This is an optimization exercise on Yosys and OpenROAD, whose aim is small area, not a production implementation.
In this exercise RTL edits were held to simulation tests only and were not proved equivalent to the original.
Power figures rest on the tool's default switching activity, not on a simulated workload.

==> run H <==
==> flow/design.v <==
package rf_pkg;
   localparam int unsigned XLEN_DEF  = 32;
   localparam int unsigned NREGS_DEF = 32;
   localparam int unsigned NRD_DEF   = 2;
   function automatic int unsigned rf_addr_width(input int unsigned n);
      rf_addr_width = (n < 2) ? 1 : $clog2(n);
   endfunction
endpackage
module rf_pending
#(
   parameter int unsigned NREGS = rf_pkg::NREGS_DEF,
   parameter int unsigned AW    = rf_pkg::rf_addr_width(NREGS)
) (
   input  logic             clk,
   input  logic             rst_n,
   input  logic             i_iss_en,
   input  logic [AW-1:0]    i_iss_wa,
   input  logic             i_wb_en,
   input  logic [AW-1:0]    i_wb_wa,
   output logic [NREGS-1:0] o_pend,
   output logic [AW:0]      o_cnt,
   output logic             o_iss_waw,
   output logic             o_wb_orphan
);
   logic [NREGS-1:0] r_pend;
   logic [AW:0]      r_cnt;
   logic [AW:0]      w_cnt_nxt;
   logic             w_iss_vld;
   logic             w_wb_vld;
   logic             w_same;
   logic             w_p_iss;
   logic             w_p_wb;
   logic             w_set;
   logic             w_clr;
   always_comb begin
      w_iss_vld = i_iss_en && (i_iss_wa != '0);
      w_wb_vld  = i_wb_en && (i_wb_wa != '0);
      w_same    = w_iss_vld && w_wb_vld && (i_iss_wa == i_wb_wa);
      w_p_iss   = r_pend[i_iss_wa];
      w_p_wb    = r_pend[i_wb_wa];
      w_set     = w_iss_vld && !w_p_iss;
      w_clr     = w_wb_vld && w_p_wb && !w_same;
      w_cnt_nxt = r_cnt + (AW+1)'(w_set) - (AW+1)'(w_clr);
   end
   assign r_pend[0] = 1'b0;
   for (genvar k = 1; k < int'(NREGS); k++) begin : g_pend
      always_ff @(posedge clk or negedge rst_n) begin
         if (!rst_n)
            r_pend[k] <= 1'b0;
         else if (w_iss_vld && i_iss_wa == AW'(k))
            r_pend[k] <= 1'b1;
         else if (w_wb_vld && i_wb_wa == AW'(k))
            r_pend[k] <= 1'b0;
      end
   end
   always_ff @(posedge clk or negedge rst_n) begin
      if (!rst_n) r_cnt <= '0;
      else        r_cnt <= w_cnt_nxt;
   end
   assign o_pend      = r_pend;
   assign o_cnt       = r_cnt;
   assign o_iss_waw   = rst_n && w_iss_vld && w_p_iss && !w_same;
   assign o_wb_orphan = rst_n && w_wb_vld && !w_p_wb;
endmodule
module rf_scoreboard
#(
   parameter int unsigned XLEN   = rf_pkg::XLEN_DEF,
   parameter int unsigned NREGS  = rf_pkg::NREGS_DEF,
   parameter int unsigned NRD    = rf_pkg::NRD_DEF,
   parameter int unsigned BYPASS = 1,
   localparam int unsigned AW    = rf_pkg::rf_addr_width(NREGS)
) (
   input  logic                clk,
   input  logic                rst_n,
   input  logic [NRD*AW-1:0]   RF_ADR,
   output logic [NRD*XLEN-1:0] RF_RD,
   output logic [NRD-1:0]      RF_BUSY,
   input  logic                ISS_EN,
   input  logic [AW-1:0]       ISS_WA,
   input  logic                WB_EN,
   input  logic [AW-1:0]       WB_WA,
   input  logic [XLEN-1:0]     WB_WD,
   output logic                ISS_WAW,
   output logic                WB_ORPHAN,
   output logic [AW:0]         PEND_CNT
);
   logic [NREGS-1:0] w_pend;
   logic [NREGS-1:0] w_wen;      
   logic [NREGS-1:0] r_vld;      
   logic             w_wb_vld;
   assign w_wb_vld = WB_EN && (WB_WA != '0);
   always_comb begin
      for (int k = 0; k < int'(NREGS); k++)
         w_wen[k] = w_wb_vld && (WB_WA == AW'(k));
   end
   always_ff @(posedge clk or negedge rst_n) begin
      if (!rst_n) r_vld <= '0;
      else        r_vld <= r_vld | w_wen;
   end
   logic [XLEN-1:0] r_regs [NREGS];
   assign r_regs[0] = '0;
   logic [NREGS*XLEN-1:0] r_flat;
   for (genvar k = 1; k < int'(NREGS); k++) begin : g_reg
      logic [XLEN-1:0] r_q;
      always_ff @(posedge clk) begin
         if (w_wen[k]) r_q <= WB_WD;
      end
      assign r_regs[k] = r_q;
      assign r_flat[k*XLEN +: XLEN] = r_q;
   end
   for (genvar g = 0; g < int'(NRD); g++) begin : g_rd
      logic [AW-1:0]    w_adr;
      logic             w_hit;
      logic [NREGS-1:0] w_sel;
      logic [XLEN-1:0]  w_rd;
      assign w_adr = RF_ADR[g*AW +: AW];
      assign w_hit = (BYPASS != 0) && w_wb_vld && (WB_WA == w_adr);
      always_comb begin
         w_sel[0] = w_hit;
         for (int k = 1; k < int'(NREGS); k++)
            w_sel[k] = (w_adr == AW'(k)) && r_vld[k] && !w_hit;
      end
      rf_rdmux #(.XLEN(XLEN), .N(NREGS)) u_mux (
         .i_sel (w_sel),
         .i_d   ({r_flat[NREGS*XLEN-1:XLEN], WB_WD}),
         .o_d   (w_rd)
      );
      assign RF_RD[g*XLEN +: XLEN] = w_rd;
      assign RF_BUSY[g] = w_pend[w_adr] && !w_hit;
   end
   assign r_flat[XLEN-1:0] = '0;
   rf_pending #(
      .NREGS (NREGS),
      .AW    (AW)
   ) u_pending (
      .clk         (clk),
      .rst_n       (rst_n),
      .i_iss_en    (ISS_EN),
      .i_iss_wa    (ISS_WA),
      .i_wb_en     (WB_EN),
      .i_wb_wa     (WB_WA),
      .o_pend      (w_pend),
      .o_cnt       (PEND_CNT),
      .o_iss_waw   (ISS_WAW),
      .o_wb_orphan (WB_ORPHAN)
   );
endmodule
module rf_rdmux
#(
   parameter int unsigned XLEN = 32,
   parameter int unsigned N    = 32
) (
   input  logic [N-1:0]      i_sel,
   input  logic [N*XLEN-1:0] i_d,
   output logic [XLEN-1:0]   o_d
);
   localparam int unsigned NG = (N + 2) / 3;
   for (genvar b = 0; b < int'(XLEN); b++) begin : g_bit
      logic [NG-1:0] w_n;
      for (genvar j = 0; j < int'(NG); j++) begin : g_grp
         if (3*j + 2 < N) begin : g_3
            rf_aoi222 u_aoi (
               .i_a0 (i_d[(3*j)*XLEN + b]),   .i_s0 (i_sel[3*j]),
               .i_a1 (i_d[(3*j+1)*XLEN + b]), .i_s1 (i_sel[3*j+1]),
               .i_a2 (i_d[(3*j+2)*XLEN + b]), .i_s2 (i_sel[3*j+2]),
               .o_y  (w_n[j])
            );
         end else begin : g_2
            rf_aoi22 u_aoi (
               .i_a0 (i_d[(3*j)*XLEN + b]),   .i_s0 (i_sel[3*j]),
               .i_a1 (i_d[(3*j+1)*XLEN + b]), .i_s1 (i_sel[3*j+1]),
               .o_y  (w_n[j])
            );
         end
      end
      assign o_d[b] = ~&w_n;
   end
endmodule
module rf_aoi222 (
   input  logic i_a0, i_s0, i_a1, i_s1, i_a2, i_s2,
   output logic o_y
);
   assign o_y = ~((i_a0 & i_s0) | (i_a1 & i_s1) | (i_a2 & i_s2));
endmodule
module rf_aoi22 (
   input  logic i_a0, i_s0, i_a1, i_s1,
   output logic o_y
);
   assign o_y = ~((i_a0 & i_s0) | (i_a1 & i_s1));
endmodule
==> flow/flow/run.sh <==
#!/bin/bash
# Own layout flow: the standard ORFS flow with three changes that only affect
# cell choice and count, not the design, constraints, power grid or tap cells:
#  - port buffers use the smallest buffer cell instead of a delay cell,
#  - clock tree without dummy loads, with small clock buffers,
#  - power recovery (downsizing where slack allows) after global routing.
set -euo pipefail
export BUFFER_PORTS_ARGS="-buffer_cell sky130_fd_sc_hd__buf_1"
export CTS_ARGS="-sink_clustering_enable -repair_clock_nets -dont_use_dummy_load -buf_list {sky130_fd_sc_hd__clkbuf_4 sky130_fd_sc_hd__clkbuf_8}"
export RECOVER_POWER=100
bash standard.sh > standard_flow.log 2>&1
==> flow/standard.sh <==
#!/bin/bash
# synth_recipe.tcl (not shown) runs the flow's synth.tcl, then flattens the netlist and writes it again
# the make line also repeats each setting of config.mk as NAME=value (left out here)
make -C /OpenROAD-flow-scripts/flow DESIGN_CONFIG=/design/flow/config.mk WORK_HOME=/design/flow/orfs CLKGATE_MAP_FILE= SYNTH_SCRIPT=/design/flow/synth_recipe.tcl "${@:-finish}"
==> flow/config.mk <==
export PLATFORM = sky130hd
export DESIGN_NAME = rf_scoreboard
export DESIGN_NICKNAME = rf_scoreboard
export VERILOG_FILES = /design/flow/design.v
export SDC_FILE = /design/flow/constraint.sdc
export NUM_CORES = 4
export LEC_CHECK = 0
export CAP_MARGIN = 20
export CORE_MARGIN = 2
export CORE_UTILIZATION = 65
export SLEW_MARGIN = 20
export SYNTH_HIERARCHICAL = 1
export SYNTH_MINIMUM_KEEP_SIZE = 0
==> flow/constraint.sdc <==
create_clock -name core_clock -period 8.0 [get_ports {clk}]
set_input_delay 1.6000 -clock core_clock [delete_from_list [all_inputs] [get_ports {clk}]]
set_output_delay 1.6000 -clock core_clock [all_outputs]
set_load 0.01 [all_outputs]
==> inputs of run P, as changes to run H <==
==> flow/run.sh (new file) <==
#!/bin/bash
# synth_recipe.tcl (not shown) runs the flow's synth.tcl, then flattens the netlist and writes it again
# the make line also repeats each setting of config.mk as NAME=value (left out here)
make -C /OpenROAD-flow-scripts/flow DESIGN_CONFIG=/design/flow/config.mk WORK_HOME=/design/flow/orfs CLKGATE_MAP_FILE= SYNTH_SCRIPT=/design/flow/synth_recipe.tcl finish
Settings changed: CORE_UTILIZATION 65 to 60, CTS_BUF_LIST set to sky130_fd_sc_hd__clkbuf_4 sky130_fd_sc_hd__clkbuf_8.
removed: flow/flow/run.sh
removed: flow/standard.sh
==> results.txt <==
item	run P	run H
Fin. max-slew vios	0	1502
Number of stages on the worst setup path	9	10
Num CTS Buffers	163	166
Combinational power share	9.6%	9.2%
Worst-margin pin slew	1.29 ns	4.05 ns
Clock Skews	0.0327 ns	0.0243 ns
Placement Setup Slack	0.568 ns	1.22 ns
Outcome	finished clean	finished with violations
Layout check failures	-	max-capacitance violations, max-slew violations
Reg2reg end	u_pending.r_cnt[4]	u_pending.r_cnt[5]
Clock buffer cells	214	166
Worst min-delay path endpoint	r_vld[9]	r_vld[3]
Core region area	71600 um^2	66100 um^2
Number of maximum-capacitance violations	0	51
Fraction of area in multi-input gates	24.3%	25.2%
Clock group total power	4.54 mW	3.72 mW
Relative area change from synthesis to final layout	17.0%	11.9%
Power Density	237 nW/um^2	228 nW/um^2
Arrival time at the worst endpoint	6.07 ns	5.93 ns
Internal	9.11 mW	8.40 mW
Max Clk Rate	130 MHz	133 MHz

==> re-timing with driven ports <==
In the flow no input, the clock included, has a driving cell. The finished layouts below were timed again as built, in two steps. Step 1 assumes that a clkbuf_16 drives the clock port and a buf_2 every other input. Step 2 moves the port delays by t, midway between the first and last clock arrival at a register: inputs arrive t later, outputs are due t later. That takes back most of the time a late clock gives input paths. a / b / c = ideal / step 1 / step 2; a / b = the first two.
run | shift t [ns] | slack for setup (ns) | worst setup path at the end | worst data-port slew with drivers (ns)
run H | 0.863 | 0.466 / 0.441 / -0.022 | input to register | 0.08
run P | 0.887 | 0.329 / 0.295 / 0.295 | input to output | 0.04
The setup slack of run H, which loses most, moves by -0.025 ns with the drivers and by -0.488 ns with both steps.
